This is an optimization exercise on Yosys and OpenROAD, whose aim is small area and a short achievable clock period, not a production implementation.
The RTL was checked by simulation tests, not by an equivalence proof against the original design.
Power and IR drop assume default switching activity.

==> flow/design.v <==
module mem_responder #(
  parameter int DEPTH   = 64,
  parameter int LATENCY = 2
) (
  input  logic        clk,
  input  logic        reset,
  input  logic        req_valid,
  output logic        req_ready,
  input  logic        req_we,
  input  logic [31:0] req_addr,
  input  logic [31:0] req_wdata,
  output logic        resp_valid,
  input  logic        resp_ready,
  output logic [31:0] resp_rdata,
  output logic        resp_err
);
  localparam int AW = $clog2(DEPTH);
  logic          busy_q, wait_q, resp_q, wr_q;
  logic          we_q, err_q;
  logic [DEPTH-1:0] sel_q;
  logic [31:0]   data_q;
  logic [31:0]   mem [DEPTH];
  logic          idle, err_in;
  logic [DEPTH-1:0] sel_in, sel;
  logic [31:0]   rd;
  assign idle       = !busy_q;
  assign req_ready  = !busy_q & reset;
  assign resp_valid = resp_q;
  assign resp_rdata = data_q;
  assign resp_err   = err_q;
  assign err_in = (req_addr[1:0] != 2'b00) || (req_addr[31:AW+2] != '0);
  always_comb begin
    for (int i = 0; i < DEPTH; i++) sel_in[i] = (req_addr[AW+1:2] == AW'(i));
  end
  always_ff @(posedge clk or negedge reset) begin
    if (!reset) begin
      busy_q <= 1'b0;
      wait_q <= 1'b0;
      resp_q <= 1'b0;
      wr_q   <= 1'b0;
    end else begin
      busy_q <= busy_q ? !(resp_q & resp_ready) : req_valid;
      wait_q <= !busy_q & req_valid;
      resp_q <= wait_q | (resp_q & !resp_ready);
      wr_q   <= !busy_q & req_valid & req_we & !err_in;
    end
  end
  always_ff @(posedge clk) begin
    if (idle) begin
      we_q  <= req_we;
      err_q <= err_in;
      sel_q <= sel_in;
    end
  end
  assign sel = sel_q;
  for (genvar b = 0; b < 32; b++) begin : g_bit
    logic [DEPTH-1:0] col;
    logic [7:0]       p;
    logic [3:0]       q;
    for (genvar i = 0; i < DEPTH; i++) begin : g_col
      assign col[i] = mem[i][b];
    end
    for (genvar k = 0; k < 8; k++) begin : g_g
      mem_responder_or8 u_grp (.d(col[8*k+:8]), .s(sel[8*k+:8]), .y(p[k]));
    end
    for (genvar k = 0; k < 4; k++) begin : g_n
      mem_responder_nor2 u_nor (.a(p[2*k+:2]), .y(q[k]));
    end
    mem_responder_nand4 u_out (.a(q), .y(rd[b]));
  end
  always_ff @(posedge clk) begin
    if (idle)        data_q <= req_wdata;
    else if (wait_q) data_q <= (we_q | err_q) ? 32'h0 : rd;
  end
  always_ff @(posedge clk) begin
    for (int i = 0; i < DEPTH; i++)
      if (wr_q & sel[i]) mem[i] <= data_q;
  end
endmodule
module mem_responder_or8 (
  input  logic [7:0] d,
  input  logic [7:0] s,
  output logic       y
);
  assign y = |(d & s);
endmodule
module mem_responder_nand4 (
  input  logic [3:0] a,
  output logic       y
);
  assign y = !(&a);
endmodule
module mem_responder_nor2 (
  input  logic [1:0] a,
  output logic       y
);
  assign y = !(|a);
endmodule
clock: 5.0 ns
lec_check: 0
cap_margin: 20
core_margin: 2
core_utilization: 60
cts_cluster_diameter: 80
cts_cluster_size: 24
place_density: 0.7
setup_slack_margin: 2.6
slew_margin: 20
synth_hierarchical: 1
standard.sh (not shown) runs the stock make flow with config.mk's settings and CLKGATE_MAP_FILE= SYNTH_SCRIPT=/design/flow/synth_recipe.tcl, a recipe that flattens the netlist after the stock synthesis.
==> flow/flow/run.sh <==
#!/bin/bash
# The standard layout (standard.sh, unchanged synthesis and steps) with two
# resizer settings changed: the port buffers are plain buf_2 cells instead of
# the delay cells buffer_ports picks by default, and gate sizing may change a
# cell's footprint (MATCH_CELL_FOOTPRINT=0). make's output goes to
# flow_make.log; each ORFS step keeps its own log under orfs/logs.
set -euo pipefail
export BUFFER_PORTS_ARGS="-buffer_cell sky130_fd_sc_hd__buf_2"
if ! bash standard.sh MATCH_CELL_FOOTPRINT=0 finish > flow_make.log 2>&1; then
  tail -50 flow_make.log
  exit 1
fi
tail -20 flow_make.log
Then changed:
--- a/flow/design.v
+++ b/flow/design.v
@@ -19,14 +19,16 @@
   logic          we_q, err_q;
   logic [DEPTH-1:0] sel_q;
-  logic [31:0]   data_q;
+  logic [31:0]   wdata_q, rdata_q;
   logic [31:0]   mem [DEPTH];
   logic          idle, err_in;
   logic [DEPTH-1:0] sel_in, sel;
   logic [31:0]   rd;
+  logic          no_rd;
   assign idle       = !busy_q;
   assign req_ready  = !busy_q & reset;
   assign resp_valid = resp_q;
-  assign resp_rdata = data_q;
+  assign resp_rdata = rdata_q;
   assign resp_err   = err_q;
+  assign no_rd  = we_q | err_q;   
   assign err_in = (req_addr[1:0] != 2'b00) || (req_addr[31:AW+2] != '0);
   always_comb begin
@@ -47,9 +49,10 @@
   end
   always_ff @(posedge clk) begin
-    if (idle) begin
-      we_q  <= req_we;
-      err_q <= err_in;
-      sel_q <= sel_in;
-    end
+    if (idle) err_q <= err_in;
+  end
+  always_ff @(posedge clk) begin
+    we_q    <= req_we;
+    sel_q   <= sel_in;
+    wdata_q <= req_wdata;
   end
   assign sel = sel_q;
@@ -67,13 +70,12 @@
       mem_responder_nor2 u_nor (.a(p[2*k+:2]), .y(q[k]));
     end
-    mem_responder_nand4 u_out (.a(q), .y(rd[b]));
+    mem_responder_aoi41 u_out (.a(q), .b(no_rd), .y(rd[b]));
   end
   always_ff @(posedge clk) begin
-    if (idle)        data_q <= req_wdata;
-    else if (wait_q) data_q <= (we_q | err_q) ? 32'h0 : rd;
+    if (wait_q) rdata_q <= rd;
   end
   always_ff @(posedge clk) begin
     for (int i = 0; i < DEPTH; i++)
-      if (wr_q & sel[i]) mem[i] <= data_q;
+      if (wr_q & sel[i]) mem[i] <= wdata_q;
   end
 endmodule
@@ -85,9 +87,10 @@
   assign y = |(d & s);
 endmodule
-module mem_responder_nand4 (
+module mem_responder_aoi41 (
   input  logic [3:0] a,
+  input  logic       b,
   output logic       y
 );
-  assign y = !(&a);
+  assign y = !((&a) | b);
 endmodule
 module mem_responder_nor2 (
Result: The new run ran to the end with no violations; synthesized cell count hardly moves; wire length fell by roughly a tenth; non-clock buffer count went down by 217; die area barely changes; sequential power drops slightly; via count drops by a few percent; setup slack loses 0.15 ns; core utilization falls by 1.7 points.

## afterwards: timing with drivers on the ports
In the flow no input, the clock included, has a driving cell. The finished layouts below were timed again as built, in two steps. Step 1, drivers: a clkbuf_16 drives clk and a buf_2 each remaining input, both assumed. Step 2 adds t to the input delays and takes it off the output delays; t is the mean of the earliest and latest rising clock arrival at the registers after step 1. Input paths then give back, and output paths get back, about the clock's delay inside the block. Three values: ideal, step 1, step 2; two values: the first two.
run	t (ns)	slack for setup (ns)	hold slack, ns	worst setup path after step 2	clock arrival spread, ns
the first run	0.800	2.468 / 2.386 / 2.250	0.029 / -0.012 / 0.474	input to register	0.047 / 0.047
the second run	0.827	2.322 / 2.241 / 2.474	0.042 / -0.014 / 0.506	input to register	0.028 / 0.028
After both steps setup and hold are still met in every run listed. The setup slack of the first run, which loses most, moves by -0.082 ns with the drivers and by -0.218 ns with both steps.
